This design comes from an exercise in tuning for small area, a short achievable clock period and few clock cycles per item on the open sky130 flow, not from production work.
In this exercise RTL edits were held to simulation tests only and were not proved equivalent to the original.

===== config.mk =====
export PLATFORM = sky130hd
export DESIGN_NAME = fpu
export DESIGN_NICKNAME = fpu
export VERILOG_FILES = /design/flow/design.v
export SDC_FILE = /design/flow/constraint.sdc
export NUM_CORES = 4
export LEC_CHECK = 0
export ABC_CLOCK_PERIOD_IN_PS = 4000
export CAP_MARGIN = 20
export CORE_MARGIN = 2
export CORE_UTILIZATION = 40
export SETUP_SLACK_MARGIN = 5
export SLEW_MARGIN = 20

===== run.sh =====
#!/bin/bash
# synth_recipe.tcl (not shown) runs the flow's synth.tcl, then flattens the netlist and writes it again
# the make line also repeats each setting of config.mk as NAME=value (left out here)
make -C /OpenROAD-flow-scripts/flow DESIGN_CONFIG=/design/flow/config.mk WORK_HOME=/design/flow/orfs CLKGATE_MAP_FILE= SYNTH_SCRIPT=/design/flow/synth_recipe.tcl finish

===== design.v =====
`default_nettype none
package fpu_pkg;
  typedef logic [32-1:0]          fp_word_t;
  typedef logic [8-1:0]      fp_exp_t;
  typedef logic [23:0]       fp_man_t;    
  typedef logic [23+1:0]     fp_sum_t;    
  typedef logic [2*23+1:0]   fp_prod_t;
  typedef enum logic [3-1:0] {
    OP_FADD  = 0,
    OP_FSUB  = 1,
    OP_FMUL  = 2,
    OP_FMADD = 3,
    OP_FMSUB = 4
  } fpu_op_e;
  typedef struct packed {
    logic                   sign;
    fp_exp_t                exp;
    logic [23-1:0]  frac;
  } fp_fields_t;
  typedef struct packed {
    fpu_op_e   op;
    fp_word_t  a;
    fp_word_t  b;
    fp_word_t  c;
  } fpu_cmd_t;
  typedef struct packed {
    logic      hit;
    fp_word_t  value;
  } fp_special_t;
  typedef struct packed {
    logic                  cyc;
    logic                  stb;
    logic                  we;
    logic [5-1:0]  adr;
    fp_word_t              dat;
  } wb_req_t;
endpackage
`default_nettype wire
`timescale 1ns/1ps
`default_nettype none
module fpu (
  input  logic        clk,
  input  logic        rst,
  input  logic        wb_cyc_i,
  input  logic        wb_stb_i,
  input  logic        wb_we_i,
  input  logic [4:0]  wb_adr_i,
  input  logic [31:0] wb_dat_i,
  output logic [31:0] wb_dat_o,
  output logic        wb_ack_o
);
  localparam logic [2:0] E_S0 = 3'd0, E_S1 = 3'd1, E_S2 = 3'd2, E_NORM = 3'd3, E_IDLE = 3'd4;
  localparam logic [1:0] F_IDLE = 2'd0, F_EVAL = 2'd1, F_WAITX = 2'd2, F_ADD2 = 2'd3;
  logic [31:0] reg_a, reg_b, reg_c, reg_res;
  logic        busy, done, illegal, overrun, res_nz;
  logic        res_we;
  logic [31:0] res_d;
  wire bus_req  = wb_cyc_i & wb_stb_i & ~wb_ack_o;
  wire wr_req   = bus_req & wb_we_i;
  wire cmd_wr   = wr_req & (wb_adr_i == 5'h0C);
  wire [2:0] wop = wb_dat_i[2:0];
  wire op_legal = (wop <= 3'd4);
  wire cmd_go   = cmd_wr & op_legal & ~busy;
  wire wr_a     = wr_req & (wb_adr_i == 5'h00);
  wire wr_b     = wr_req & (wb_adr_i == 5'h04);
  wire wr_c     = wr_req & (wb_adr_i == 5'h08);
  wire go_addsub = cmd_go & (wop[2:1] == 2'b00);
  always_ff @(posedge clk) begin
    if (wr_a) reg_a <= wb_dat_i;
    if (wr_b) reg_b <= wb_dat_i;
    if (wr_c) reg_c <= wb_dat_i;
  end
  always_ff @(posedge clk) begin
    if (rst) wb_ack_o <= 1'b0;
    else     wb_ack_o <= bus_req;
  end
  logic [31:0] rd_data;
  always_comb begin
    case (wb_adr_i)
      5'h00:   rd_data = reg_a;
      5'h04:   rd_data = reg_b;
      5'h08:   rd_data = reg_c;
      5'h10:   rd_data = res_nz ? reg_res : 32'h0;
      5'h14:   rd_data = {28'h0, overrun, illegal, done | res_we, busy & ~res_we};
      default: rd_data = 32'h0;
    endcase
  end
  always_ff @(posedge clk) wb_dat_o <= rd_data;
  logic [2:0]  eng_st;
  logic [31:0] acc;           
  logic [7:0]  esum;
  logic        psign;
  logic        xld;           
  logic [31:0] x_op, y_op;
  wire eng_restart = rst | wr_a | wr_b | go_addsub;
  wire [7:0]  a_e1 = (reg_a[30:23] == 8'd0) ? 8'd1 : reg_a[30:23];
  wire [7:0]  b_e1 = (reg_b[30:23] == 8'd0) ? 8'd1 : reg_b[30:23];
  wire [23:0] a_m  = {reg_a[30:23] != 8'd0, reg_a[22:0]};
  wire [23:0] b_m  = {reg_b[30:23] != 8'd0, reg_b[22:0]};
  logic [7:0] bdig;
  always_comb begin
    case (eng_st[1:0])
      2'd0:    bdig = b_m[7:0];
      2'd1:    bdig = b_m[15:8];
      default: bdig = b_m[23:16];
    endcase
  end
  wire [31:0] acc_in = (eng_st == E_S0) ? 32'd0 : {8'd0, acc[31:8]};
  wire [31:0] acc_nx = acc_in + a_m * bdig;
  always_ff @(posedge clk) begin
    acc <= acc_nx;
    if (eng_st == E_S0) begin
      esum  <= a_e1 + b_e1 - 8'd127;
      psign <= reg_a[31] ^ reg_b[31];
    end
  end
  always_ff @(posedge clk) begin
    if (eng_restart) eng_st <= E_S0;
    else begin
      case (eng_st)
        E_S0:    eng_st <= E_S1;
        E_S1:    eng_st <= E_S2;
        E_S2:    eng_st <= E_NORM;
        default: eng_st <= E_IDLE;
      endcase
    end
    xld <= (eng_st == E_NORM);
  end
  logic [2:0]  psh;
  logic [7:0]  pexp;
  logic [22:0] pfrac;
  logic [31:0] acc_sh;
  always_comb begin
    casez (acc[30:25])
      6'b01????: psh = 3'd1;
      6'b001???: psh = 3'd2;
      6'b0001??: psh = 3'd3;
      6'b00001?: psh = 3'd4;
      6'b000001: psh = 3'd5;
      default:   psh = 3'd0;
    endcase
    acc_sh = acc << psh;
    if (acc[31]) begin
      pexp  = esum + 8'd1;
      pfrac = acc[30:8];
    end else if (!acc[30] && (esum != 8'd0)) begin
      pexp  = esum - {5'd0, psh};
      pfrac = acc_sh[29:7];
    end else begin
      pexp  = esum;
      pfrac = acc[29:7];
    end
  end
  always_ff @(posedge clk) begin
    if (go_addsub)              x_op <= reg_a;
    else if (eng_st == E_NORM)  x_op <= {psign, pexp, pfrac};
  end
  always_ff @(posedge clk) begin
    if (cmd_go) begin
      case (wop)
        3'd0:    y_op <= reg_b;
        3'd1:    y_op <= {~reg_b[31], reg_b[30:0]};
        3'd4:    y_op <= {~reg_c[31], reg_c[30:0]};
        default: y_op <= reg_c;
      endcase
    end
  end
  wire        xs = x_op[31], ys = y_op[31];
  wire [7:0]  xe = (x_op[30:23] == 8'd0) ? 8'd1 : x_op[30:23];
  wire [7:0]  ye = (y_op[30:23] == 8'd0) ? 8'd1 : y_op[30:23];
  wire [23:0] xm = {x_op[30:23] != 8'd0, x_op[22:0]};
  wire [23:0] ym = {y_op[30:23] != 8'd0, y_op[22:0]};
  wire        x_big = {xe, xm} >= {ye, ym};
  wire [7:0]  e_big   = x_big ? xe : ye;
  wire [7:0]  e_small = x_big ? ye : xe;
  wire [23:0] m_big   = x_big ? xm : ym;
  wire [23:0] m_small = x_big ? ym : xm;
  wire [7:0]  ediff   = e_big - e_small;
  wire [23:0] m_align = m_small >> ediff;
  logic [23:0] s1_mbig, s1_malign;
  logic [7:0]  s1_ebig;
  logic        s1_sign, s1_sub;
  always_ff @(posedge clk) begin
    s1_mbig   <= m_big;
    s1_malign <= m_align;
    s1_ebig   <= e_big;
    s1_sign   <= x_big ? xs : ys;
    s1_sub    <= xs ^ ys;
  end
  wire [24:0] sum = s1_sub ? {1'b0, s1_mbig} - {1'b0, s1_malign}
                           : {1'b0, s1_mbig} + {1'b0, s1_malign};
  logic [4:0]  nsh;
  logic [24:0] nman;
  logic [31:0] add_out;
  always_comb begin
    nsh = 5'd0;
    for (int i = 3; i < 23; i++) begin
      if (sum[i]) nsh = 5'(23 - i);
    end
    nman = sum << nsh;
    if (sum == 25'd0)
      add_out = 32'h0;
    else if (sum[24])
      add_out = {s1_sign, s1_ebig + 8'd1, sum[23:1]};
    else if (!sum[23])
      add_out = {s1_sign, s1_ebig - {3'd0, nsh}, nman[22:0]};
    else
      add_out = {s1_sign, s1_ebig, sum[22:0]};
  end
  logic [2:0] op_q;
  logic [1:0] fsm;
  logic       mode_prod;
  wire a_emax = reg_a[30:23] == 8'hFF, b_emax = reg_b[30:23] == 8'hFF, c_emax = reg_c[30:23] == 8'hFF;
  wire a_e0 = reg_a[30:23] == 8'h00, b_e0 = reg_b[30:23] == 8'h00, c_e0 = reg_c[30:23] == 8'h00;
  wire a_f0 = reg_a[22:0] == 23'd0, b_f0 = reg_b[22:0] == 23'd0, c_f0 = reg_c[22:0] == 23'd0;
  wire a_nan = a_emax & ~a_f0, b_nan = b_emax & ~b_f0, c_nan = c_emax & ~c_f0;
  wire a_inf = a_emax & a_f0,  b_inf = b_emax & b_f0,  c_inf = c_emax & c_f0;
  wire a_zero = a_e0 & a_f0,   b_zero = b_e0 & b_f0,   c_zero = c_e0 & c_f0;
  wire xsgn = reg_a[31] ^ reg_b[31];
  logic        sp_hit, prod_only;
  logic [31:0] sp_val;
  always_comb begin
    sp_hit    = 1'b0;
    sp_val    = 32'h0;
    prod_only = 1'b0;
    case (op_q)
      3'd0, 3'd1: begin
        if (a_nan || b_zero) begin
          sp_hit = 1'b1; sp_val = reg_a;
        end else if (b_nan || a_zero) begin
          sp_hit = 1'b1; sp_val = {reg_b[31] ^ op_q[0], reg_b[30:0]};
        end else if (a_inf || b_inf) begin
          sp_hit = 1'b1; sp_val = {xsgn, 8'hFF, 23'd0};
        end else if (op_q[0] && reg_a == reg_b) begin
          sp_hit = 1'b1; sp_val = 32'h0;    
        end
      end
      3'd2: begin
        if (a_nan) begin
          sp_hit = 1'b1; sp_val = reg_a;
        end else if (b_nan) begin
          sp_hit = 1'b1; sp_val = reg_b;
        end else if (a_zero || b_zero) begin
          sp_hit = 1'b1; sp_val = {xsgn, 31'd0};
        end else if (a_inf || b_inf) begin
          sp_hit = 1'b1; sp_val = {xsgn, 8'hFF, 23'd0};
        end
      end
      default: begin
        if (a_nan) begin
          sp_hit = 1'b1; sp_val = reg_a;
        end else if (b_nan) begin
          sp_hit = 1'b1; sp_val = reg_b;
        end else if (c_zero) begin
          prod_only = 1'b1;
        end else if (a_zero || b_zero || c_nan) begin
          sp_hit = 1'b1; sp_val = {reg_c[31] ^ op_q[2], reg_c[30:0]};
        end else if (a_inf || b_inf) begin
          sp_hit = 1'b1; sp_val = {xsgn, 8'hFF, 23'd0};
        end else if (c_inf) begin
          sp_hit = 1'b1; sp_val = {xsgn ^ reg_c[31], 8'hFF, 23'd0};
        end
      end
    endcase
  end
  wire xrdy = (eng_st == E_IDLE) | xld;
  wire is_prod = (op_q == 3'd2) | prod_only;
  logic [1:0] fsm_nx;
  logic       mode_nx;
  always_comb begin
    res_we  = 1'b0;
    res_d   = add_out;
    fsm_nx  = fsm;
    mode_nx = mode_prod;
    case (fsm)
      F_EVAL: begin
        if (sp_hit) begin
          res_we = 1'b1; res_d = sp_val; fsm_nx = F_IDLE;
        end else if (is_prod) begin
          mode_nx = 1'b1;
          if (xrdy) begin
            res_we = 1'b1; res_d = x_op; fsm_nx = F_IDLE;
          end else begin
            fsm_nx = F_WAITX;
          end
        end else begin
          mode_nx = 1'b0;
          fsm_nx = (op_q[2:1] == 2'b00 || xrdy) ? F_ADD2 : F_WAITX;
        end
      end
      F_WAITX: begin
        if (xrdy) begin
          if (mode_prod) begin
            res_we = 1'b1; res_d = x_op; fsm_nx = F_IDLE;
          end else begin
            fsm_nx = F_ADD2;
          end
        end
      end
      F_ADD2: begin
        res_we = 1'b1; res_d = add_out; fsm_nx = F_IDLE;
      end
      default: ;
    endcase
  end
  always_ff @(posedge clk) begin
    if (rst) begin
      fsm     <= F_IDLE;
      busy    <= 1'b0;
      done    <= 1'b0;
      illegal <= 1'b0;
      overrun <= 1'b0;
      res_nz  <= 1'b0;
    end else begin
      fsm       <= fsm_nx;
      mode_prod <= mode_nx;
      if (cmd_go) begin
        fsm     <= F_EVAL;
        busy    <= 1'b1;
        done    <= 1'b0;
        illegal <= 1'b0;
        overrun <= 1'b0;
      end else if (cmd_wr && !op_legal) begin
        illegal <= 1'b1;
      end else if (cmd_wr) begin
        overrun <= 1'b1;
      end
      if (res_we) begin
        busy   <= 1'b0;
        done   <= 1'b1;
        res_nz <= 1'b1;
      end
    end
  end
  always_ff @(posedge clk) begin
    if (cmd_go) op_q <= wop;
    if (res_we) reg_res <= res_d;
  end
endmodule
`default_nettype wire

===== constraint.sdc =====
create_clock -name core_clock -period 11.5 [get_ports {clk}]
set_input_delay 2.3000 -clock core_clock [delete_from_list [all_inputs] [get_ports {clk}]]
set_output_delay 2.3000 -clock core_clock [all_outputs]
set_load 0.01 [all_outputs]

==> results of run 1 <==
==> state kept, by name, indices dropped and copies added (netlist names), 2 cells and up <==
name and flops:
fsm 2, s1_mbig 24, s1_malign 24, reg_a 32, y_op 32, reg_res 32, acc 32, x_op 32
reg_c 32, s1_ebig 8, esum 8, wb_dat_o 32, reg_b 32, op_q 3, eng_st 3
==> logic make-up after synthesis <==
| family | after synthesis |
|---|---|
| compound gates | 875 |
| xor+xnor | 128 |
| fa+ha+maj | 300 |
| buf+inv | 466 |
| flops | 339 |
| mux | 206 |
| simple gates | 1042 |
==> per-layer routing <==
metal  up-vias  GRT usage  part of all wire
met4         0     0.1309             0.051
li1      11948          -                 -
met2      1327     0.4285              0.45
met1     12510     0.3653              0.41
met5         -          0                 0
met3       292    0.04370             0.086
==> path summary, 6_finish.rpt <==
| path | startpoint | end |
|---|---|---|
| min | wb_ack_o | wb_ack_o |
| min reg2reg | wb_ack_o | wb_ack_o |
| max | reg_b[9] | acc[30] |
| max reg2reg | reg_b[9] | acc[30] |
==> area by class of cell <==
class / count / area, µm²
multi-input cells: 2552 / 19250
flip-flops and latches: 339 / 8848
inverters: 241 / 913.4
clock buffers: 53 / 1121
fillers: 7111 / 39970
clock inverters: 20 / 203.9
well taps: 959 / 1200
repair buffers: 182 / 1582
==> cell usage after synthesis, types with 49 or more instances <==
library cell    n  share of area
xnor2_1        74          0.022
dfxtp_1       134          0.091
edfxtp_1      205           0.21
clkbuf_1      195          0.025
o21ai_0       206          0.035
nand2_1       403          0.051
xor2_1         52          0.015
a22oi_1        75          0.019
a21oi_1       270          0.046
inv_1         239          0.030
mux2i_1       139          0.047
and2_1         49          0.010
nor2_1        233          0.030
mux2_2         49          0.019
ha_1          140          0.059
fa_1          160           0.11
nor2b_1        55          0.012
nor3_1         76          0.013
==> worst max-delay path, cell delays in order (launching register included) <==
cell	delay [ps]
edfxtp_1	560
mux2i_1	130
o21ai_1	170
buf_6	280
nand2_1	110
fa_1	490
fa_1	510
inv_1	40
ha_1	260
inv_1	40
fa_1	520
inv_1	50
ha_1	260
a21o_1	180
a211oi_2	280
o21ai_0	110
o311a_1	160
a21o_1	240
o211ai_1	300
a31oi_2	190
a41oi_2	240
a21oi_1	110
a21o_1	210
a21o_1	190
a21oi_2	190
a21oi_1	100
xor2_1	140
==> timing repair <==
action,CTS,global route
endpoints found under the setup margin,14,18
pin swaps,2,9
resized for setup,10,45
gates cloned,1,2
buffers inserted,13,40
==> cell usage in the layout, fill, tap and decap left out, types with 48 or more instances in the layout <==
cell type | synthesis | final
a21oi_1 | 270 | 261
a22oi_1 | 75 | 75
and2_1 | 49 | 48
buf_4 | 4 | 98
clkdlybuf4s50_1 | 0 | 73
dfxtp_1 | 134 | 130
edfxtp_1 | 205 | 205
fa_1 | 160 | 160
ha_1 | 140 | 138
inv_1 | 239 | 238
mux2_2 | 49 | 49
mux2i_1 | 139 | 139
nand2_1 | 403 | 402
nor2_1 | 233 | 227
nor2b_1 | 55 | 55
nor3_1 | 76 | 74
o21ai_0 | 206 | 203
xnor2_1 | 74 | 73
xor2_1 | 52 | 51
==> flow_summary.yaml, run 1 <==
outcome:
  status: "timing/DRC/antenna clean"
placement:
  port_buffers: 74
  place_area_um2: 31140
  place_ws_ps: 4445
  dp.cells: 4217
  gp_routability_congestion: 0.9822
  dpl.hpwl_um: 77700
sta:
  hold_slack_ps: 462.8
  min_period_ps: 6209
  worst_pin_slew_ps: 1142
  hold_viol: 0
  clock.fmax_ghz: 0.1611
  drv_slew: 0
  rsz0062_at_grt: "yes"
  layout_setup_ws_ps: 5291
  maxSlewHeadroom: 0.2384
  setup_viol: 0
  fin_skew_ps: 39.44
  fin_crit_sh: 0.5399
  tns_ps: 0
clock_network:
  clock-root-buffer: "clkbuf_16"
  htree_levels: 2
  cts_sinks: 339
  clockBufferDepth: 3
  clk_latency_ps: 590
  cts_buffers: 40
  cts_hold_buffers: 0
  cts_tree: "yes"
  clk_pin_slew_ps: 60
die:
  die_width_um: 276.0
  die_h_um: 276.0
  die-area_um2: 76170
  io-pin-count: 75
  core.rowCount: 99
  start_util: 0.4049
  core_area_um2: 73080
synthesis:
  async_flop_share: 0
  syn-cell-area_um2: 29590
  synth_adder_area_share: 0.1674
  ys_seq_elements: 339
  synth-simple-area-share: 0.1659
  avgSynthCellArea_um2: 8.817
  synth_compound_area_frac: 0.1899
  syn_inst: 3356
  synth_edf_count: 205
  synth_top_family_by_area: "compound AO/OA/AOI/OAI gates"
  ys_seq_area_frac: 0.2987
  syn-num-nets: 3698
  ys_types: 101
  yosysWarnings: 1
  synth-xor-area-share: 0.03839
  ys.flop_type: "edfxtp_1"
  synthMuxAreaShare: 0.07937
detailed_routing:
  wl_per_cell_um: 24.04
  drtIter0Drc: 2678
  wl_um: 104500
  vias: 26077
  dr.pass1.iters: 5
  ant_nets: 0
  viasPerCell: 6.000
  drc: 0
setup_path:
  crit_fanout: 24
  criticalPathCategory: "reg -> reg"
  reg2reg_depth: 26
  setup.worst_path.start_class: "flop"
  crit_arrival_ps: 6660
  reg2reg_slack_ps: 5290
  worstSetupEndpointType: "flop"
  worst_ep_required_time_ps: 11950
grt:
  grt_pass1_wl_um: 156800
  antenna_found_initial: 5
  grt_remaining_overflow: 0
  grt_max_degree: 62
  grt_pass1_vias: 24832
  track_usage: 0.2722
cells_and_area:
  final_util: 0.4531
  nets: 3698
  stdcell_area_um2: 33110
  drive_gt1_frac: 0.1010
  final_cell_count_no_fill: 4346
  area_growth_pct: 11.91
  diodes: 0
job:
  maxCapViolations: 0
hold_path:
  hold_class: "reg -> reg"
  worstHoldPathCells: 1
Testbench counts, summed over its fixed seeds: cycles 28,792, ops 2,400.
==> inputs of run 2 (changes only) <==
--- a/design.v
+++ b/design.v
@@ -93,19 +93,15 @@
   logic        xld;           
   logic [31:0] x_op, y_op;
-  wire eng_restart = rst | wr_a | wr_b | go_addsub;
+  logic [1:0]  fsm;
+  logic restart_pend;
+  wire  restart_req = wr_a | wr_b | go_addsub;
+  wire  eng_restart = rst | ((restart_req | restart_pend) & (fsm != F_WAITX));
+  logic [7:0] bd_q;           
   wire [7:0]  a_e1 = (reg_a[30:23] == 8'd0) ? 8'd1 : reg_a[30:23];
   wire [7:0]  b_e1 = (reg_b[30:23] == 8'd0) ? 8'd1 : reg_b[30:23];
   wire [23:0] a_m  = {reg_a[30:23] != 8'd0, reg_a[22:0]};
   wire [23:0] b_m  = {reg_b[30:23] != 8'd0, reg_b[22:0]};
-  logic [7:0] bdig;
-  always_comb begin
-    case (eng_st[1:0])
-      2'd0:    bdig = b_m[7:0];
-      2'd1:    bdig = b_m[15:8];
-      default: bdig = b_m[23:16];
-    endcase
-  end
   wire [31:0] acc_in = (eng_st == E_S0) ? 32'd0 : {8'd0, acc[31:8]};
-  wire [31:0] acc_nx = acc_in + a_m * bdig;
+  wire [31:0] acc_nx = acc_in + a_m * bd_q;
   always_ff @(posedge clk) begin
     acc <= acc_nx;
@@ -116,9 +112,13 @@
   end
   always_ff @(posedge clk) begin
-    if (eng_restart) eng_st <= E_S0;
-    else begin
+    if (rst) restart_pend <= 1'b0;
+    else     restart_pend <= (restart_req | restart_pend) & (fsm == F_WAITX);
+    if (eng_restart) begin
+      eng_st <= E_S0;
+      bd_q   <= wr_b ? wb_dat_i[7:0] : reg_b[7:0];
+    end else begin
       case (eng_st)
-        E_S0:    eng_st <= E_S1;
-        E_S1:    eng_st <= E_S2;
+        E_S0:    begin eng_st <= E_S1; bd_q <= b_m[15:8];  end
+        E_S1:    begin eng_st <= E_S2; bd_q <= b_m[23:16]; end
         E_S2:    eng_st <= E_NORM;
         default: eng_st <= E_IDLE;
@@ -209,5 +209,4 @@
   end
   logic [2:0] op_q;
-  logic [1:0] fsm;
   logic       mode_prod;
   wire a_emax = reg_a[30:23] == 8'hFF, b_emax = reg_b[30:23] == 8'hFF, c_emax = reg_c[30:23] == 8'hFF;
==> flow/run.sh (new file) <==
#!/bin/bash
set -euo pipefail
bash standard.sh SETUP_SLACK_MARGIN=6.0 finish > standard_flow.log 2>&1
==> standard.sh (new file) <==
#!/bin/bash
# synth_recipe.tcl (not shown) runs the flow's synth.tcl, then flattens the netlist and writes it again
# the make line also repeats each setting of config.mk as NAME=value (left out here)
make -C /OpenROAD-flow-scripts/flow DESIGN_CONFIG=/design/flow/config.mk WORK_HOME=/design/flow/orfs CLKGATE_MAP_FILE= SYNTH_SCRIPT=/design/flow/synth_recipe.tcl "${@:-finish}"
--- a/config.mk
+++ b/config.mk
@@ -10,4 +10,3 @@
 export CORE_MARGIN = 2
 export CORE_UTILIZATION = 40
-export SETUP_SLACK_MARGIN = 5
 export SLEW_MARGIN = 20
removed: run.sh
==> flow_summary.yaml, run 2 <==
synthesis:
  async_flop_share: 0
  synth-xor-area-share: 0.03317
  synth_compound_area_frac: 0.1987
  ys.flop_type: "edfxtp_1"
  synth.top_cell.area_share: 0.2106
  synth_adder_area_share: 0.1632
  ys_seq_area_frac: 0.2989
  avgSynthCellArea_um2: 8.660
  yosysWarnings: 1
  synth-simple-area-share: 0.1730
  synth_common_cells: "nand2_1 (449), a21oi_1 (281), nor2_1 (258), inv_1 (244), clkbuf_1 (221)"
  ys_types: 100
  synthMuxAreaShare: 0.06992
  yosys.area.top_type: "edfxtp_1"
  ys_seq_elements: 347
  yosysMostFrequentCell: "nand2_1"
  synth_edf_count: 213
  syn-cell-area_um2: 30370
  synth_area_leaders: "edfxtp_1 (21%), fa_1 (11%), dfxtp_1 (8.8%)"
  syn_inst: 3507
  synth_top_family_by_area: "compound AO/OA/AOI/OAI gates"
  syn-num-nets: 3849
hold_path:
  worstHoldPathCells: 1
  hold_class: "reg -> reg"
cells_and_area:
  final_cell_count_no_fill: 4594
  nets: 3925
  stdcell_area_um2: 36380
  final_common_cell: "nand2_1"
  final_util: 0.4815
  area_growth_pct: 19.80
  layout_common_cells: "nand2_1 (437), a21oi_1 (260), nor2_1 (239)"
  drive_gt1_frac: 0.1697
setup_path:
  criticalPathCategory: "reg -> reg"
  crit_fanout: 5
  reg2reg_depth: 31
  crit_arrival_ps: 6410
  cp_slowest_cell: "or4_4"
  worstSetupEndpointType: "flop"
  slowest_delay_ps: 560
  worst_ep_required_time_ps: 11820
  setup.worst_path.start_class: "flop"
clock_network:
  clock-root-buffer: "clkbuf_16"
  cts_hold_buffers: 0
  cts_sinks: 347
  cts_tree: "yes"
  clockBufferDepth: 3
  cts_buffers: 39
  clk_pin_slew_ps: 60
  clk_latency_ps: 590
  htree_levels: 2
grt:
  antenna_found_initial: 5
  grt_pass1_vias: 26784
  grtUsageMet2: 0.4402
  grt_remaining_overflow: 0
  grt_max_degree: 64
  grt_use_met1: 0.4163
  track_usage: 0.2974
  grt_pass1_wl_um: 175300
  gr-usage-met3: 0.07123
  top_usage_layer: "met2"
die:
  io-pin-count: 75
  start_util: 0.4019
  core.rowCount: 101
  core_area_um2: 75570
  die-area_um2: 78140
  die_width_um: 279.5
  die_h_um: 279.5
sta:
  clock.fmax_ghz: 0.1640
  drv_slew: 0
  hold_viol: 0
  fin_crit_sh: 0.5302
  worst_pin_slew_ps: 1118
  layout_setup_ws_ps: 5403
  min_period_ps: 6097
  hold_slack_ps: 452.1
  maxSlewHeadroom: 0.2545
  tns_ps: 0
  fin_skew_ps: 26.88
  setup_viol: 0
  rsz0062_at_grt: "yes"
detailed_routing:
  viasPerCell: 6.192
  wl_per_cell_um: 25.96
  dr.pass1.iters: 6
  wl_um: 119300
  drtIter0Drc: 3740
  vias: 28444
  drc: 0
  ant_nets: 0
placement:
  port_buffers: 74
  place_ws_ps: 4688
  dpl.hpwl_um: 85200
  gp_routability_congestion: 0.9855
  dp.cells: 4377
  place_area_um2: 32060
outcome:
  status: "timing/DRC/antenna clean"
job:
  maxCapViolations: 0
run 2: cell count changes after synthesis, moves of 25 or more:
cell / previous run / this run
nor2_1: 233 / 258
a211oi_1: 14 / 47
and2_1: 49 / 105
nand2_1: 403 / 449
nor2b_1: 55 / 17
clkbuf_1: 195 / 221
o21ai_0: 206 / 177
run 2: layout make-up:
type                       instances  area, µm²
multi-input combinational       2667      21160
antenna                            3      7.507
sequential                       347       9096
fill                            7066      39190
clock buffer                      53       1111
timing repair buffer             278       2565
clock inverter                    18      272.8
timing repair inverter             1      6.256
inverter                         249      945.9
tap                              978       1224
run 2: timing repair:
action / CTS / global route
resized for setup: 178 / 182
endpoints found under the hold margin: 0 / 0
buffers inserted: 79 / 59
pin swaps: 81 / 132
gates cloned: 4 / 1
endpoints found under the setup margin: 108 / 104
run 2: kinds of logic (layout without fill, tap and decap cells):
kind of cell | after synthesis | after routing
buffers and inverters | 495 | 599
DFF | 347 | 347
and+or+nand+nor | 1127 | 1128
adders and majority gates | 300 | 300
other | 0 | 3
muxes | 200 | 200
AOI/OAI and AO/OA | 923 | 924
xor gates and xnor gates | 115 | 115
run 2: metal layers:
layer  up-vias  wire length (µm)  part of all wire
li1      12661                 -                 -
met1     13868             50200              0.42
met2      1595             50920              0.43
met3       314             12410              0.10
met4         6              5715             0.048
met5         -                38           0.00032
run 2: path summary, 6_finish.rpt:
check          startpoint          end  slack, ps
max reg2reg  s1_malign[6]  reg_res[30]       5400
min              wb_ack_o     wb_ack_o        450
max          s1_malign[6]  reg_res[30]       5400
min reg2reg      wb_ack_o     wb_ack_o        450
run 2: worst max-delay path: cells and delay by family (launching register included):
family / cells / cell delay, ps
and+or+nand+nor: 13 / 2580
AOI/OAI and AO/OA: 10 / 1640
adders and majority gates: 2 / 530
xor gates and xnor gates: 3 / 440
DFF: 1 / 330
buffers and inverters: 3 / 320
Testbench counts of run 2, summed over its fixed seeds: cycles 28,792, ops 2,400.
==> inputs of run 3 (changes only) <==
--- a/design.v
+++ b/design.v
@@ -75,16 +75,16 @@
     else     wb_ack_o <= bus_req;
   end
-  logic [31:0] rd_data;
+  logic [4:0] adr_q;
+  always_ff @(posedge clk) adr_q <= wb_adr_i;
   always_comb begin
-    case (wb_adr_i)
-      5'h00:   rd_data = reg_a;
-      5'h04:   rd_data = reg_b;
-      5'h08:   rd_data = reg_c;
-      5'h10:   rd_data = res_nz ? reg_res : 32'h0;
-      5'h14:   rd_data = {28'h0, overrun, illegal, done | res_we, busy & ~res_we};
-      default: rd_data = 32'h0;
+    case (adr_q)
+      5'h00:   wb_dat_o = reg_a;
+      5'h04:   wb_dat_o = reg_b;
+      5'h08:   wb_dat_o = reg_c;
+      5'h10:   wb_dat_o = res_nz ? reg_res : 32'h0;
+      5'h14:   wb_dat_o = {28'h0, overrun, illegal, done, busy};
+      default: wb_dat_o = 32'h0;
     endcase
   end
-  always_ff @(posedge clk) wb_dat_o <= rd_data;
   logic [2:0]  eng_st;
   logic [31:0] acc;           
==> run.sh (new file) <==
#!/bin/bash
# synth_recipe.tcl (not shown) runs the flow's synth.tcl, then flattens the netlist and writes it again
# the make line also repeats each setting of config.mk as NAME=value (left out here)
make -C /OpenROAD-flow-scripts/flow DESIGN_CONFIG=/design/flow/config.mk WORK_HOME=/design/flow/orfs CLKGATE_MAP_FILE= SYNTH_SCRIPT=/design/flow/synth_recipe.tcl finish
--- a/config.mk
+++ b/config.mk
@@ -6,7 +6,8 @@
 export NUM_CORES = 4
 export LEC_CHECK = 0
-export ABC_CLOCK_PERIOD_IN_PS = 4000
+export ABC_AREA = 1
 export CAP_MARGIN = 20
 export CORE_MARGIN = 2
 export CORE_UTILIZATION = 40
+export SETUP_SLACK_MARGIN = 5
 export SLEW_MARGIN = 20
removed: flow/run.sh
removed: standard.sh
==> flow_summary.yaml, run 3 <==
clock_network:
  cts_hold_buffers: 0
  clk_latency_ps: 560
  cts_buffers: 38
  clock-root-buffer: "clkbuf_16"
  cts_tree: "yes"
  clockBufferDepth: 3
  htree_levels: 2
  clk_pin_slew_ps: 60
  cts_sinks: 320
synthesis:
  yosys.area.top_type: "edfxtp_1"
  ys.flop_type: "edfxtp_1"
  ys_seq_area_frac: 0.2884
  syn-num-nets: 4415
  avgSynthCellArea_um2: 7.269
  ys_seq_elements: 320
  syn_inst: 4073
  synth_area_leaders: "edfxtp_1 (22%), nand2_1 (13%), fa_1 (11%)"
  synth_common_cells: "nand2_1 (989), inv_1 (627), o21ai_0 (326), nand3_1 (293), edfxtp_1 (213)"
  synth.top_cell.area_share: 0.2160
  async_flop_share: 0
  synth_edf_count: 213
  yosysMostFrequentCell: "nand2_1"
  ys_types: 65
  syn-cell-area_um2: 29610
  yosysWarnings: 1
cells_and_area:
  stdcell_area_um2: 32520
  final_util: 0.4450
  nets: 4373
  layout_common_cells: "nand2_1 (989), inv_1 (626), o21ai_0 (324)"
  final_common_cell: "nand2_1"
  area_growth_pct: 9.838
  drive_gt1_frac: 0.04436
setup_path:
  cp_slowest_cell: "fa_1"
  setup.worst_path.start_class: "flop"
  slowest_delay_ps: 540
  worst_ep_required_time_ps: 11980
  cpMostUsedCell: "nand2_1"
  rr_endpoint: "acc[30]"
  worstSetupEndpointType: "flop"
  criticalPathCategory: "reg -> reg"
  crit_fanout: 22
  reg2reg_slack_ps: 5570
  reg2reg_from: "eng_st[2]"
  crit_arrival_ps: 6410
  reg2reg_depth: 39
grt:
  grt_max_degree: 89
  track_usage: 0.2789
  grt_pass1_vias: 26791
  grt_remaining_overflow: 0
  grt_pass1_wl_um: 164700
  antenna_found_initial: 1
hold_path:
  whs_endpoint: "overrun"
  worstHoldPathCells: 2
  min_from: "overrun"
  hold_class: "reg -> reg"
sta:
  hold_viol: 0
  rsz0062_at_grt: "no"
  tns_ps: 0
  maxSlewHeadroom: 0.3118
  clock.fmax_ghz: 0.1688
  fin_skew_ps: 14.20
  setup_viol: 0
  min_period_ps: 5925
  drv_slew: 0
  worst_pin_slew_ps: 1021
  fin_crit_sh: 0.5152
detailed_routing:
  wl_um: 108800
  drtIter0Drc: 2853
  drc: 0
  vias: 28468
  ant_nets: 0
  wl_per_cell_um: 21.69
  dr.pass1.iters: 6
  viasPerCell: 5.673
die:
  io-pin-count: 75
  die-area_um2: 76210
  core_area_um2: 73080
  core.rowCount: 99
  die_h_um: 276.1
  die_width_um: 276.1
  start_util: 0.4051
outcome:
  status: "timing/DRC/antenna clean"
placement:
  port_buffers: 74
  dpl.hpwl_um: 83550
  place_area_um2: 31120
  gp_routability_congestion: 0.9915
job:
  maxCapViolations: 0
## run 3: changes by cell type in the layout (fill, tap and decap cells not counted), moves of 64 or more
cell	delta
and2_1	-99
nand2_1	+552
nand4_1	+66
mux2i_1	-110
o21ai_0	+168
o22ai_1	+64
buf_4	-101
inv_1	+394
nand3_1	+257
a22oi_1	-65
## run 3: worst max-delay path: cells and delay by family, from the launching register on
kind / cells / cell delay, ps
adders and majority gates: 5 / 2110
xor gates and xnor gates: 1 / 160
and+or+nand+nor: 19 / 1540
AOI/OAI and AO/OA: 5 / 900
DFF: 1 / 380
buffers and inverters: 9 / 760
## run 3: how the worst max path moves through the flow
stage,from,end,slack (ps),depth (start not counted)
2_1_floorplan,wb_stb_i,bd_q[0],5220,10
3_3_place_gp,eng_st[0],acc[31],4840,37
3_5_place_dp,eng_st[0],acc[31],4770,37
4_1_cts,eng_st[2],acc[31],5120,37
5_1_grt,s1_malign[0],reg_res[27],5000,38
6_report,eng_st[2],acc[30],5570,39
## run 3: cells by family after synthesis
group / share of synthesized area
fa+ha+maj: 0.1673
compound gates: 0.1629
flops: 0.2884
xor+xnor: 0.02747
buf+inv: 0.1127
simple gates: 0.2402
mux: 0.001014
## run 3: repair_timing
action,CTS,global route
pin swaps,0,5
gates cloned,0,1
resized for setup,1,17
setup endpoints to repair,3,20
buffers inserted,0,10
## run 3: final cells by class
type | count | area, µm²
clock inverter | 18 | 173.9
antenna | 1 | 2.502
sequential | 320 | 8538
tap | 959 | 1200
clock buffer | 49 | 1069
inverter | 642 | 2415
fill | 7454 | 40560
multi-input combinational | 2891 | 17890
timing repair buffer | 138 | 1229
## run 3: per-stage QoR
step	setup slack [ps]	hold WS, ps	std cells
CTS	5116	463.3	5006
global placement	4844	450.0	4939
global route	5005	495.7	5017
detailed placement	4773	455.6	4939
floorplan	5219	432.1	4073
finish	5575	463.1	5018
## run 3: metal layers
layer / track usage / vias up / routed length (µm)
met5: 0 / - / 13
met2: 0.4495 / 1316 / 49320
li1: - / 13462 / -
met1: 0.3784 / 13472 / 45800
met4: 0.1082 / 2 / 4743
met3: 0.04022 / 216 / 8939
Testbench counts of run 3, summed over its fixed seeds: cycles 28,792, ops 2,400.
==> inputs of run 4 (changes only) <==
--- a/design.v
+++ b/design.v
@@ -50,5 +50,5 @@
   output logic        wb_ack_o
 );
-  localparam logic [2:0] E_S0 = 3'd0, E_S1 = 3'd1, E_S2 = 3'd2, E_NORM = 3'd3, E_IDLE = 3'd4;
+  localparam logic [2:0] E_S0 = 3'd0, E_S1 = 3'd1, E_S2 = 3'd2, E_NORM = 3'd3, E_IDLE = 3'd4, E_W = 3'd5;
   localparam logic [1:0] F_IDLE = 2'd0, F_EVAL = 2'd1, F_WAITX = 2'd2, F_ADD2 = 2'd3;
   logic [31:0] reg_a, reg_b, reg_c, reg_res;
@@ -103,5 +103,18 @@
   wire [23:0] b_m  = {reg_b[30:23] != 8'd0, reg_b[22:0]};
   wire [31:0] acc_in = (eng_st == E_S0) ? 32'd0 : {8'd0, acc[31:8]};
-  wire [31:0] acc_nx = acc_in + a_m * bd_q;
+  logic [25:0] a3_q;
+  always_ff @(posedge clk) a3_q <= {2'b00, a_m} + {1'b0, a_m, 1'b0};
+  logic [31:0] pp [4];
+  always_comb begin
+    for (int j = 0; j < 4; j++) begin
+      case (bd_q[2*j +: 2])
+        2'd0:    pp[j] = 32'd0;
+        2'd1:    pp[j] = {8'd0, a_m} << (2*j);
+        2'd2:    pp[j] = {7'd0, a_m, 1'b0} << (2*j);
+        default: pp[j] = {6'd0, a3_q} << (2*j);
+      endcase
+    end
+  end
+  wire [31:0] acc_nx = acc_in + pp[0] + pp[1] + pp[2] + pp[3];
   always_ff @(posedge clk) begin
     acc <= acc_nx;
@@ -114,9 +127,12 @@
     if (rst) restart_pend <= 1'b0;
     else     restart_pend <= (restart_req | restart_pend) & (fsm == F_WAITX);
-    if (eng_restart) begin
+    if (eng_restart && wr_a && !rst) begin
+      eng_st <= E_W;            
+    end else if (eng_restart) begin
       eng_st <= E_S0;
       bd_q   <= wr_b ? wb_dat_i[7:0] : reg_b[7:0];
     end else begin
       case (eng_st)
+        E_W:     begin eng_st <= E_S0; bd_q <= reg_b[7:0];  end
         E_S0:    begin eng_st <= E_S1; bd_q <= b_m[15:8];  end
         E_S1:    begin eng_st <= E_S2; bd_q <= b_m[23:16]; end
==> flow_summary.yaml, run 4 <==
outcome:
  status: "timing/DRC/antenna clean"
setup_path:
  reg2reg_depth: 26
  worst_ep_required_time_ps: 12020
  critPathLaunch: "reg_a[11]"
  rr_endpoint: "acc[31]"
  reg2reg_slack_ps: 5330
  crit_end: "acc[31]"
  setup.worst_path.start_class: "flop"
  crit_fanout: 9
  criticalPathCategory: "reg -> reg"
  reg2reg_from: "reg_a[11]"
  worstSetupEndpointType: "flop"
  crit_arrival_ps: 6690
grt:
  grt_max_degree: 91
  grt_remaining_overflow: 0
  track_usage: 0.3106
  antenna_found_initial: 5
  grt_pass1_vias: 28187
  grt_pass1_wl_um: 181300
placement:
  dpl.hpwl_um: 93340
  dp.cells: 5002
  place_ws_ps: 4841
  port_buffers: 74
  gp_routability_congestion: 1.035
  place_area_um2: 31350
cells_and_area:
  final_common_cell: "nand2_1"
  drive_gt1_frac: 0.05958
  final_util: 0.4484
  final_cell_count_no_fill: 5117
  stdcell_area_um2: 33270
  layout_common_cells: "nand2_1 (795), inv_1 (533), o21ai_0 (402)"
  nets: 4403
  area_growth_pct: 11.44
die:
  core.rowCount: 100
  start_util: 0.4024
  die_width_um: 277.2
  die_h_um: 277.2
  core_area_um2: 74200
  io-pin-count: 75
  die-area_um2: 76840
synthesis:
  syn-num-nets: 4427
  yosys.area.top_type: "edfxtp_1"
  avgSynthCellArea_um2: 7.215
  yosysWarnings: 2
  async_flop_share: 0
  ys_seq_area_frac: 0.3034
  ys_seq_elements: 346
  syn_inst: 4138
  synth.top_cell.area_share: 0.2142
  syn-cell-area_um2: 29860
  synth_area_leaders: "edfxtp_1 (21%), nand2_1 (10%), dfxtp_1 (8.9%)"
  ys_types: 61
  yosysMostFrequentCell: "nand2_1"
  ys.flop_type: "edfxtp_1"
  synth_edf_count: 213
  synth_common_cells: "nand2_1 (798), inv_1 (541), o21ai_0 (407), nand3_1 (330), a21oi_1 (259)"
sta:
  hold_viol: 0
  fin_skew_ps: 28.63
  tns_ps: 0
  rsz0062_at_grt: "yes"
  hold_slack_ps: 454.8
  drv_slew: 0
  worst_pin_slew_ps: 1042
  min_period_ps: 6172
  setup_viol: 0
  clock.fmax_ghz: 0.1620
  fin_crit_sh: 0.5367
  layout_setup_ws_ps: 5328
  maxSlewHeadroom: 0.2980
detailed_routing:
  dr.pass1.iters: 8
  drc: 0
  viasPerCell: 6.065
  vias: 31034
  wl_um: 124000
  ant_nets: 0
  wl_per_cell_um: 24.23
  drtIter0Drc: 4520
clock_network:
  cts_tree: "yes"
  cts_buffers: 41
  cts_hold_buffers: 0
  htree_levels: 2
  cts_sinks: 346
  clk_pin_slew_ps: 60
  clk_latency_ps: 600
  clock-root-buffer: "clkbuf_16"
  clockBufferDepth: 3
hold_path:
  hold_class: "reg -> reg"
job:
  maxCapViolations: 0
## run 4: cell count changes in the layout (fill, tap and decap cells not counted), sizes merged, moves of 62 or more
cell,change
a21oi,+62
fa,-88
inv,-97
nand2,-190
nor2,+71
o21ai,+72
o221ai,+66
## run 4: what timing repair did
action | 4_1_cts | 5_1_grt
gates resized for setup | 3 | 45
gates cloned | 1 | 5
buffers inserted | 1 | 30
pin swaps | 0 | 4
endpoints found under the setup margin | 4 | 40
## run 4: cells by family (layout without fill, tap and decap cells)
logic type                 after synthesis  count (layout)  synth area share
other                                    0               2                 0
DFF                                    346             346            0.3034
AOI/OAI and AO/OA                     1065            1065            0.2119
muxes                                    2               2         0.0006705
and+or+nand+nor                       1576            1577            0.2279
buffers and inverters                  793             800            0.1019
xor gates and xnor gates               109             109           0.03260
adders and majority gates              247             247            0.1216
## run 4: worst min-delay path by stage
stage	start	to	slack (ps)	cells past startpoint
after floorplan	res_nz	res_nz	430	2
after CTS	illegal	illegal	450	2
after global routing	illegal	illegal	480	2
after global placement	illegal	illegal	440	2
after detailed placement	illegal	illegal	450	2
final	illegal	illegal	450	2
## run 4: critical path, stage by stage, from the launching register on
cell	delay [ps]
edfxtp_1	660
clkinv_1	720
a21oi_1	330
o22ai_1	110
inv_1	90
fa_1	410
inv_1	80
fa_1	440
fa_1	530
inv_1	50
ha_1	330
nand2_1	80
inv_1	50
a221oi_1	280
nand2_1	140
a21oi_1	150
o21bai_1	140
a21oi_1	270
o21ai_0	180
nand2_1	90
nand2_1	100
a21oi_1	230
o21ai_0	160
a21oi_1	150
nor2_1	50
nor2_1	110
xor2_1	150
## run 4: area by class of cell
cell class                 count  area, µm²
clock inverter                22      259.0
antenna                        2      5.005
fill                        7624      40920
timing repair buffer         151       1336
clock buffer                  53       1187
tap                          969       1212
timing repair inverter         5      25.02
inverter                     569       2180
multi-input combinational   3000      18010
sequential                   346       9060
## run 4: per-layer routing
layer | up-vias | wire length [µm] | GRT usage | part of all wire
met4 | 8 | 6882 | 0.1486 | 0.056
li1 | 14256 | - | - | -
met5 | - | 112 | 0 | 0.00090
met1 | 14491 | 51450 | 0.4289 | 0.42
met3 | 365 | 13470 | 0.06294 | 0.11
met2 | 1914 | 52050 | 0.4637 | 0.42
Testbench counts of run 4, summed over its fixed seeds: cycles 28,792, ops 2,400.
==> inputs of run 5 (changes only) <==
--- a/design.v
+++ b/design.v
@@ -102,5 +102,4 @@
   wire [23:0] a_m  = {reg_a[30:23] != 8'd0, reg_a[22:0]};
   wire [23:0] b_m  = {reg_b[30:23] != 8'd0, reg_b[22:0]};
-  wire [31:0] acc_in = (eng_st == E_S0) ? 32'd0 : {8'd0, acc[31:8]};
   logic [25:0] a3_q;
   always_ff @(posedge clk) a3_q <= {2'b00, a_m} + {1'b0, a_m, 1'b0};
@@ -116,7 +115,24 @@
     end
   end
-  wire [31:0] acc_nx = acc_in + pp[0] + pp[1] + pp[2] + pp[3];
+  logic [31:0] acc_s, acc_c;
+  function automatic logic [63:0] csa(input logic [31:0] x, input logic [31:0] y, input logic [31:0] z);
+    logic [31:0] s, c;
+    s = x ^ y ^ z;
+    c = (x & y) | (x & z) | (y & z);
+    csa = {s, c[30:0], 1'b0};
+  endfunction
+  wire        st0 = (eng_st == E_S0);
+  wire [31:0] sh  = st0 ? 32'd0 : {8'd0, acc_s[31:8]};
+  wire [31:0] ch  = st0 ? 32'd0 : {8'd0, acc_c[31:8]};
+  wire [8:0]  lo8 = {1'b0, acc_s[7:0]} + {1'b0, acc_c[7:0]};
+  wire        cin = ~st0 & lo8[8];
+  wire [63:0] l1a = csa(pp[0], pp[1], pp[2]);
+  wire [63:0] l1b = csa(pp[3], sh, ch);
+  wire [63:0] l2a = csa(l1a[63:32], l1a[31:0] | {31'd0, cin}, l1b[63:32]);
+  wire [63:0] l3a = csa(l2a[63:32], l2a[31:0], l1b[31:0]);
+  assign acc = acc_s + acc_c;    
   always_ff @(posedge clk) begin
-    acc <= acc_nx;
+    acc_s <= l3a[63:32];
+    acc_c <= l3a[31:0];
     if (eng_st == E_S0) begin
       esum  <= a_e1 + b_e1 - 8'd127;
@@ -199,11 +215,10 @@
   always_ff @(posedge clk) begin
     s1_mbig   <= m_big;
-    s1_malign <= m_align;
+    s1_malign <= m_align ^ {24{xs ^ ys}};    
     s1_ebig   <= e_big;
     s1_sign   <= x_big ? xs : ys;
     s1_sub    <= xs ^ ys;
   end
-  wire [24:0] sum = s1_sub ? {1'b0, s1_mbig} - {1'b0, s1_malign}
-                           : {1'b0, s1_mbig} + {1'b0, s1_malign};
+  wire [24:0] sum = {1'b0, s1_mbig} + {s1_sub, s1_malign} + {24'd0, s1_sub};
   logic [4:0]  nsh;
   logic [24:0] nman;
==> flow/run.sh (new file) <==
#!/bin/bash
set -euo pipefail
bash standard.sh SETUP_SLACK_MARGIN=6.5 finish > standard_flow.log 2>&1
==> standard.sh (new file) <==
#!/bin/bash
# synth_recipe.tcl (not shown) runs the flow's synth.tcl, then flattens the netlist and writes it again
# the make line also repeats each setting of config.mk as NAME=value (left out here)
make -C /OpenROAD-flow-scripts/flow DESIGN_CONFIG=/design/flow/config.mk WORK_HOME=/design/flow/orfs CLKGATE_MAP_FILE= SYNTH_SCRIPT=/design/flow/synth_recipe.tcl "${@:-finish}"
--- a/config.mk
+++ b/config.mk
@@ -10,4 +10,3 @@
 export CORE_MARGIN = 2
 export CORE_UTILIZATION = 40
-export SETUP_SLACK_MARGIN = 5
 export SLEW_MARGIN = 20
removed: run.sh
==> flow_summary.yaml, run 5 <==
clock_network:
  cts_buffers: 45
  cts_sinks: 375
  clockBufferDepth: 3
  cts_tree: "yes"
  cts_hold_buffers: 0
  clock-root-buffer: "clkbuf_16"
  clk_pin_slew_ps: 60
  htree_levels: 2
  clk_latency_ps: 610
grt:
  antenna_found_initial: 4
  grt_max_degree: 104
  track_usage: 0.3088
  grt_pass1_wl_um: 188900
  grt_pass1_vias: 29097
  grt_remaining_overflow: 0
synthesis:
  ys_types: 74
  async_flop_share: 0
  syn-num-nets: 4556
  ys_seq_elements: 375
  syn-cell-area_um2: 31390
  synth_edf_count: 213
  synth_area_leaders: "edfxtp_1 (20%), nand2_1 (11%), dfxtp_1 (10%)"
  yosysWarnings: 2
  ys.flop_type: "edfxtp_1"
  ys_seq_area_frac: 0.3071
  syn_inst: 4247
  synth_common_cells: "nand2_1 (911), inv_1 (505), nand3_1 (412), a21oi_1 (302), o21ai_0 (255)"
  yosysMostFrequentCell: "nand2_1"
  synth.top_cell.area_share: 0.2038
  yosys.area.top_type: "edfxtp_1"
  avgSynthCellArea_um2: 7.391
setup_path:
  setup.worst_path.start_class: "flop"
  reg2reg_from: "reg_a[7]"
  critPathLaunch: "adr_q[4]"
  worstSetupEndpointType: "output port"
  criticalPathCategory: "reg -> out"
  crit_arrival_ps: 2680
  worst_ep_required_time_ps: 9200
  crit_fanout: 29
placement:
  place_ws_ps: 4662
  gp_routability_congestion: 1.009
  port_buffers: 74
  dpl.hpwl_um: 97410
  dp.cells: 5185
cells_and_area:
  area_growth_pct: 13.99
  drive_gt1_frac: 0.09066
  layout_common_cells: "nand2_1 (899), inv_1 (494), nand3_1 (406)"
  final_common_cell: "nand2_1"
  final_util: 0.4611
  diodes: 0
  nets: 4586
  final_cell_count_no_fill: 5353
sta:
  setup_viol: 0
  layout_setup_ws_ps: 6523
  clock.fmax_ghz: 0.2009
  fin_crit_sh: 0.4328
  rsz0062_at_grt: "yes"
  min_period_ps: 4977
  tns_ps: 0
  hold_viol: 0
  drv_slew: 0
  maxSlewHeadroom: 0.2491
  worst_pin_slew_ps: 1115
  fin_skew_ps: 37.97
detailed_routing:
  drc: 0
  dr.pass1.iters: 7
  ant_nets: 0
  vias: 32333
  wl_per_cell_um: 24.39
  drtIter0Drc: 4626
  wl_um: 130500
  viasPerCell: 6.040
die:
  io-pin-count: 75
  core.rowCount: 102
  core_area_um2: 77590
  die_h_um: 284.1
  die-area_um2: 80730
  start_util: 0.4045
  die_width_um: 284.1
job:
  maxCapViolations: 0
hold_path:
  min_from: "done"
  hold_class: "reg -> reg"
outcome:
  status: "timing/DRC/antenna clean"
[run 5: changes by cell type after synthesis, sizes merged, moves of 30 or more]
cell    delta
a21oi     +47
nand2    +117
nand3     +83
nor2      -38
o211ai    -30
o21ai    -137
[run 5: final timing paths]
check	end	slack [ps]	cells after the start
setup reg to reg	reg_res[20]	6580	21
setup / recovery	wb_dat_o[25]	6520	7
hold / removal	done	480	2
hold reg to reg	done	480	2
[run 5: per-stage QoR]
| step | cell area, µm² | hold WS, ps |
|---|---|---|
| floorplan | 31400 | 429.8 |
| global placement | 32970 | 474.4 |
| detailed placement | 32970 | 465.8 |
| CTS | 34880 | 476.8 |
| global route | 35780 | 513.1 |
| finish | 35780 | 477.8 |
[run 5: cells by family after synthesis]
| logic type | after synthesis | synth area share |
|---|---|---|
| AO/OA/AOI/OAI | 992 | 0.1942 |
| XOR/XNOR | 113 | 0.03273 |
| adder cells (fa/ha/maj) | 267 | 0.1299 |
| buffers and inverters | 780 | 0.09694 |
| flip-flops | 375 | 0.3071 |
| multiplexers | 1 | 0.0003189 |
| AND/OR/NAND/NOR | 1719 | 0.2388 |
[run 5: critical path: stages, from the launching register on]
cell	delay, ps
dfxtp_1	390
inv_1	100
nand4_1	130
buf_8	300
inv_1	210
a22oi_1	370
o211ai_1	210
dlygate4sd2_1	340
[run 5: per-layer routing]
metal	global-route usage	vias up	wire length, µm
li1	-	14726	-
met1	0.4327	15201	53780
met2	0.4607	2061	55150
met3	0.06429	341	14970
met4	0.1289	4	6622
met5	0	-	26
[run 5: final cells by class]
type                            instances  area, µm²
Multi-Input combinational cell       3099      19410
Clock buffer                           65       1259
Timing Repair inverter                  2      12.51
Clock inverter                         18      177.7
Tap cell                             1040       1301
Sequential cell                       375       9641
Fill cell                            7936      41820
Timing Repair Buffer                  208       1864
Inverter                              546       2111
[run 5: what timing repair did]
action,CTS,global route
endpoints found under the hold margin,0,0
gates cloned,3,8
pin swaps,8,37
endpoints found under the setup margin,191,142
resized for setup,88,106
buffers inserted,19,55
Testbench counts of run 5, summed over its fixed seeds: cycles 28,792, ops 2,400.
==> inputs of run 6 (changes only) <==
--- a/config.mk
+++ b/config.mk
@@ -9,4 +9,4 @@
 export CAP_MARGIN = 20
 export CORE_MARGIN = 2
-export CORE_UTILIZATION = 40
+export CORE_UTILIZATION = 50
 export SLEW_MARGIN = 20
==> flow_summary.yaml, run 6 <==
outcome:
  status: "timing/DRC/antenna clean"
hold_path:
  min_from: "done"
  worstHoldPathCells: 2
  hold_class: "reg -> reg"
  whs_endpoint: "done"
placement:
  port_buffers: 74
  dpl.hpwl_um: 100300
  place_area_um2: 32640
  gp_routability_congestion: 1.065
synthesis:
  synth.top_cell.area_share: 0.2038
  ys_types: 74
  synth_edf_count: 213
  ys.flop_type: "edfxtp_1"
  ys_seq_area_frac: 0.3071
  yosysWarnings: 2
  async_flop_share: 0
  syn_inst: 4247
  ys_seq_elements: 375
  syn-num-nets: 4556
  synth_area_leaders: "edfxtp_1 (20%), nand2_1 (11%), dfxtp_1 (10%)"
  yosysMostFrequentCell: "nand2_1"
  avgSynthCellArea_um2: 7.391
  synth_common_cells: "nand2_1 (911), inv_1 (505), nand3_1 (412), a21oi_1 (302), o21ai_0 (255)"
  yosys.area.top_type: "edfxtp_1"
  syn-cell-area_um2: 31390
sta:
  fin_crit_sh: 0.4385
  min_period_ps: 5043
  setup_viol: 0
  worst_pin_slew_ps: 1166
  rsz0062_at_grt: "yes"
  tns_ps: 0
  fin_skew_ps: 44.07
  hold_slack_ps: 479.2
  hold_viol: 0
  maxSlewHeadroom: 0.2147
  clock.fmax_ghz: 0.1983
  drv_slew: 0
setup_path:
  reg2reg_slack_ps: 6460
  crit_fanout: 56
  worstSetupEndpointType: "flop"
  crit_arrival_ps: 5380
  setup.worst_path.start_class: "flop"
  worst_ep_required_time_ps: 11840
  reg2reg_depth: 21
  reg2reg_from: "reg_a[8]"
  rr_endpoint: "reg_res[3]"
  criticalPathCategory: "reg -> reg"
cells_and_area:
  layout_common_cells: "nand2_1 (894), inv_1 (492), nand3_1 (406)"
  final_common_cell: "nand2_1"
  area_growth_pct: 15.01
  stdcell_area_um2: 36100
  nets: 4596
  drive_gt1_frac: 0.1009
die:
  die_h_um: 254.6
  io-pin-count: 75
  die_width_um: 254.6
  die-area_um2: 64800
  start_util: 0.5068
  core_area_um2: 61940
  core.rowCount: 91
clock_network:
  clock-root-buffer: "clkbuf_16"
  cts_tree: "yes"
  clk_pin_slew_ps: 60
  cts_buffers: 44
  htree_levels: 2
  clockBufferDepth: 3
  clk_latency_ps: 620
  cts_sinks: 375
grt:
  track_usage: 0.4050
  antenna_found_initial: 8
  grt_pass1_vias: 29535
  grt_pass1_wl_um: 192600
  grt_max_degree: 67
  grt_remaining_overflow: 0
job:
  maxCapViolations: 0
detailed_routing:
  dr.pass1.iters: 9
  wl_per_cell_um: 26.26
  wl_um: 135500
  drtIter0Drc: 5140
  ant_nets: 0
  drc: 0
  vias: 32798
  viasPerCell: 6.354
==> run 6: cell counts after synthesis <==
No cell type changed its count.
==> run 6: area by class of cell <==
type	count	area, µm²
diodes	3	7.507
clock buffers	56	1229
clock inverters	25	315.3
fillers	5989	25840
inverters	546	2121
multi-input cells	3102	19630
flip-flops and latches	375	9642
well taps	837	1047
repair buffers	216	2092
repair inverters	2	12.51
==> run 6: how the worst max path moves through the flow <==
| stage | from | to | slack (ps) | cells after the start |
|---|---|---|---|---|
| after floorplan | wb_stb_i | bd_q[0] | 6860 | 12 |
| after global placement | wb_dat_i[1] | bd_q[5] | 5210 | 13 |
| after detailed placement | wb_dat_i[1] | bd_q[3] | 5130 | 13 |
| after CTS | acc_s[2] | x_op[29] | 6420 | 26 |
| after global routing | s1_malign[0] | reg_res[29] | 6430 | 34 |
| final | reg_a[8] | reg_res[3] | 6460 | 21 |
==> run 6: kinds of logic after synthesis <==
logic type      after synthesis  synth area share
buf+inv                     780           0.09694
simple gates               1719            0.2388
flops                       375            0.3071
mux                           1         0.0003189
fa+ha+maj                   267            0.1299
compound gates              992            0.1942
xor+xnor                    113           0.03273
==> run 6: per-stage QoR <==
stage               utilization  setup WS, ps  std cells
finish                   0.5828          6457       5162
global placement         0.5269          5213       4971
detailed placement       0.5269          5128       4971
floorplan                     -          6855       4247
CTS                      0.5609          6421       5081
global route             0.5827          6430       5159
==> run 6: critical path, stage by stage, from the launching register on <==
cell and delay (ps):
edfxtp_1 320, buf_4 240, clkinv_1 400, ha_1 350
nand4_1 110, or3_1 270, nand2_1 90, buf_4 270
inv_4 330, nor2_1 70, inv_1 160, nor2_1 110
nand3_1 90, and2_2 190, buf_6 450, nand3_1 250
nand2_1 290, o221ai_1 330, o22ai_1 220, nor2_1 60
nand2_1 70, nand2_1 60
==> run 6: per-layer routing <==
metal,vias up,wire length (µm),track usage,part of all wire
li1,14747,-,-,-
met1,15366,51340,0.5232,0.38
met5,-,81,0,0.00060
met2,2145,58860,0.6225,0.43
met4,8,9154,0.2259,0.068
met3,532,16100,0.09910,0.12
==> run 6: what timing repair did <==
| item | CTS | global route |
|---|---|---|
| hold buffers | 0 | 0 |
| pin swaps | 8 | 30 |
| endpoints found under the setup margin | 175 | 137 |
| setup buffers | 23 | 68 |
| gates resized for setup | 71 | 157 |
| gates cloned | 6 | 9 |
==> inputs of run 7 (changes only) <==
--- a/config.mk
+++ b/config.mk
@@ -9,4 +9,6 @@
 export CAP_MARGIN = 20
 export CORE_MARGIN = 2
-export CORE_UTILIZATION = 50
+export CORE_UTILIZATION = 40
+export CTS_BUF_LIST = sky130_fd_sc_hd__clkbuf_8
+export CTS_CLUSTER_SIZE = 30
 export SLEW_MARGIN = 20
==> flow_summary.yaml, run 7 <==
clock_network:
  cts_sinks: 375
  clockBufferDepth: 3
  clk_pin_slew_ps: 60
  cts_tree: "yes"
  clk_latency_ps: 720
  clock-root-buffer: "clkbuf_8"
  htree_levels: 3
  cts_buffers: 73
hold_path:
  hold_class: "reg -> reg"
  min_from: "done"
synthesis:
  ys_seq_area_frac: 0.3071
  ys_types: 74
  syn_inst: 4247
  ys.flop_type: "edfxtp_1"
  syn-cell-area_um2: 31390
  ys_seq_elements: 375
  avgSynthCellArea_um2: 7.391
  synth_edf_count: 213
  synth_common_cells: "nand2_1 (911), inv_1 (505), nand3_1 (412), a21oi_1 (302), o21ai_0 (255)"
  async_flop_share: 0
  yosys.area.top_type: "edfxtp_1"
  yosysMostFrequentCell: "nand2_1"
  syn-num-nets: 4556
  synth_area_leaders: "edfxtp_1 (20%), nand2_1 (11%), dfxtp_1 (10%)"
  yosysWarnings: 2
  synth.top_cell.area_share: 0.2038
setup_path:
  setup.worst_path.start_class: "flop"
  cpMostUsedCell: "inv_1"
  cp_slowest_cell: "a22oi_1"
  reg2reg_from: "reg_a[7]"
  worstSetupEndpointType: "output port"
  crit_arrival_ps: 2770
  path_buf_inv: 4
  cp_top_family: "buffers and inverters"
  slowest_delay_ps: 390
  critPathLaunch: "adr_q[4]"
  worst_ep_required_time_ps: 9200
  crit_fanout: 29
  criticalPathCategory: "reg -> out"
  cp_cell_sequence: "inv_1 -> nand4_1 -> buf_8 -> inv_1 -> a22oi_1 -> o211ai_1 -> dlygate4sd2_1"
detailed_routing:
  viasPerCell: 6.031
  ant_nets: 0
  drtIter0Drc: 4619
  vias: 32593
  drc: 0
  wl_um: 131200
  dr.pass1.iters: 6
  wl_per_cell_um: 24.28
sta:
  maxSlewHeadroom: 0.1673
  min_period_ps: 5066
  setup_viol: 0
  tns_ps: 0
  fin_skew_ps: 79.92
  hold_viol: 0
  clock.fmax_ghz: 0.1974
  worst_pin_slew_ps: 1236
  fin_crit_sh: 0.4405
  drv_slew: 0
  rsz0062_at_grt: "yes"
  hold_slack_ps: 478.5
cells_and_area:
  layout_common_cells: "nand2_1 (897), inv_1 (508), nand3_1 (406)"
  fillCellCount: 7935
  seq_area_um2: 9641
  nets: 4614
  area_growth_pct: 14.44
  drive_gt1_frac: 0.1004
  multi_input_area_um2: 19440
  final_util: 0.4629
  stdcell_area_um2: 35920
  final_common_cell: "nand2_1"
grt:
  gr-usage-met3: 0.07247
  grt_pass1_wl_um: 189800
  grt_max_degree: 104
  track_usage: 0.3108
  grt_pass1_vias: 29484
  grt_use_met1: 0.4309
  grtUsageMet2: 0.4557
  top_usage_layer: "met2"
  antenna_found_initial: 3
  grt_remaining_overflow: 0
placement:
  dpl.hpwl_um: 97410
  place_area_um2: 32970
  gp_routability_congestion: 1.009
  port_buffers: 74
die:
  start_util: 0.4045
  die_width_um: 284.1
  io-pin-count: 75
  die_h_um: 284.1
  core_area_um2: 77590
  die-area_um2: 80730
  core.rowCount: 102
outcome:
  status: "timing/DRC/antenna clean"
job:
  maxCapViolations: 0
-- run 7: timing repair --
item | 4_1_cts | 5_1_grt
setup endpoints to repair | 192 | 160
gates resized for setup | 95 | 111
cloned | 3 | 8
buffers inserted | 19 | 55
pin swaps | 9 | 40
hold buffers | 0 | 0
-- run 7: cell families (layout without fill, tap and decap cells) --
logic type | count (synthesis) | after routing | synth area share
XOR/XNOR | 113 | 113 | 0.03273
other | 0 | 1 | 0
flip-flops | 375 | 375 | 0.3071
AO/OA/AOI/OAI | 992 | 992 | 0.1942
buffers and inverters | 780 | 889 | 0.09694
multiplexers | 1 | 1 | 0.0003189
adder cells (fa/ha/maj) | 267 | 267 | 0.1299
AND/OR/NAND/NOR | 1719 | 1726 | 0.2388
-- run 7: final cells by class --
cell class | instances | area share
antenna | 1 | 0.00006966
clock buffer | 80 | 0.03065
clock inverter | 53 | 0.01254
inverter | 546 | 0.05897
multi-input combinational | 3099 | 0.5413
sequential | 375 | 0.2684
tap | 1040 | 0.03623
timing repair buffer | 208 | 0.05155
timing repair inverter | 2 | 0.0003483
-- run 7: path summary, 6_finish.rpt --
| path | slack, ps | cells past startpoint | end |
|---|---|---|---|
| setup / recovery | 6430 | 7 | wb_dat_o[25] |
| hold / removal | 480 | 2 | done |
| setup reg to reg | 6630 | 20 | reg_res[4] |
| hold reg to reg | 480 | 2 | done |
-- run 7: worst reg2reg max path, stage by stage, from the launching register on --
cell	delay, ps
edfxtp_1	320
buf_4	250
clkinv_1	490
ha_1	380
nand4_1	100
or3_1	220
nand2_1	80
buf_4	240
inv_4	330
nor2_1	90
inv_1	140
nor2_1	100
nand3_1	130
and2_2	200
clkbuf_8	400
nand3_1	300
nand2_1	200
o221ai_1	160
o22ai_1	170
nor2_1	70
a22o_1	220
-- run 7: routing by layer --
metal  vias to the layer above  part of all wire  wire length (µm)
li1                      14800                 -                 -
met1                     15326              0.41             54300
met2                      2041              0.42             54790
met3                       420              0.11             14740
met4                         6             0.056              7348
met5                         -           0.00028                37
-- run 7: per-stage QoR --
stage,std cells,setup slack [ps]
after floorplan,4247,6855
final,5404,6434
after global routing,5403,6387
after global placement,5185,4745
after detailed placement,5185,4662
after CTS,5340,6277

==> afterwards: timing with drivers on the ports <==
No port has a modelled driver above. Below, the same layouts with a new extraction and two added sets of constraints. Step 1 (the two cells are an assumption about what drives the block):
set clk [get_ports {clk}]
set_driving_cell -lib_cell sky130_fd_sc_hd__clkbuf_16 $clk
set_driving_cell -lib_cell sky130_fd_sc_hd__buf_2 [delete_from_list [all_inputs] $clk]
Step 2 moves the port delays by t, midway between the first and last clock arrival at a register: inputs arrive t later, outputs are due t later. That takes back most of the time a late clock gives input paths. a / b / c = ideal / step 1 / step 2; a / b = the first two.
run	t (ns)	setup slack, ns	worst setup path after step 2	cell pins on the clock port's net
run 1	0.639	5.291 / 5.291 / 5.291	register to register	1
run 2	0.636	5.403 / 5.403 / 5.403	register to register	1
run 3	0.617	5.575 / 5.575 / 5.031	input to register	1
run 4	0.657	5.328 / 5.328 / 5.328	register to register	1
run 5	0.661	6.523 / 6.453 / 6.099	input to register	1
run 6	0.665	6.457 / 6.457 / 6.055	input to register	1
run 7	0.744	6.434 / 6.373 / 6.020	input to register	1
After both steps every run listed still meets setup and hold. The setup slack of run 3, which loses most, moves by 0.000 ns with the drivers and by -0.544 ns with both steps.
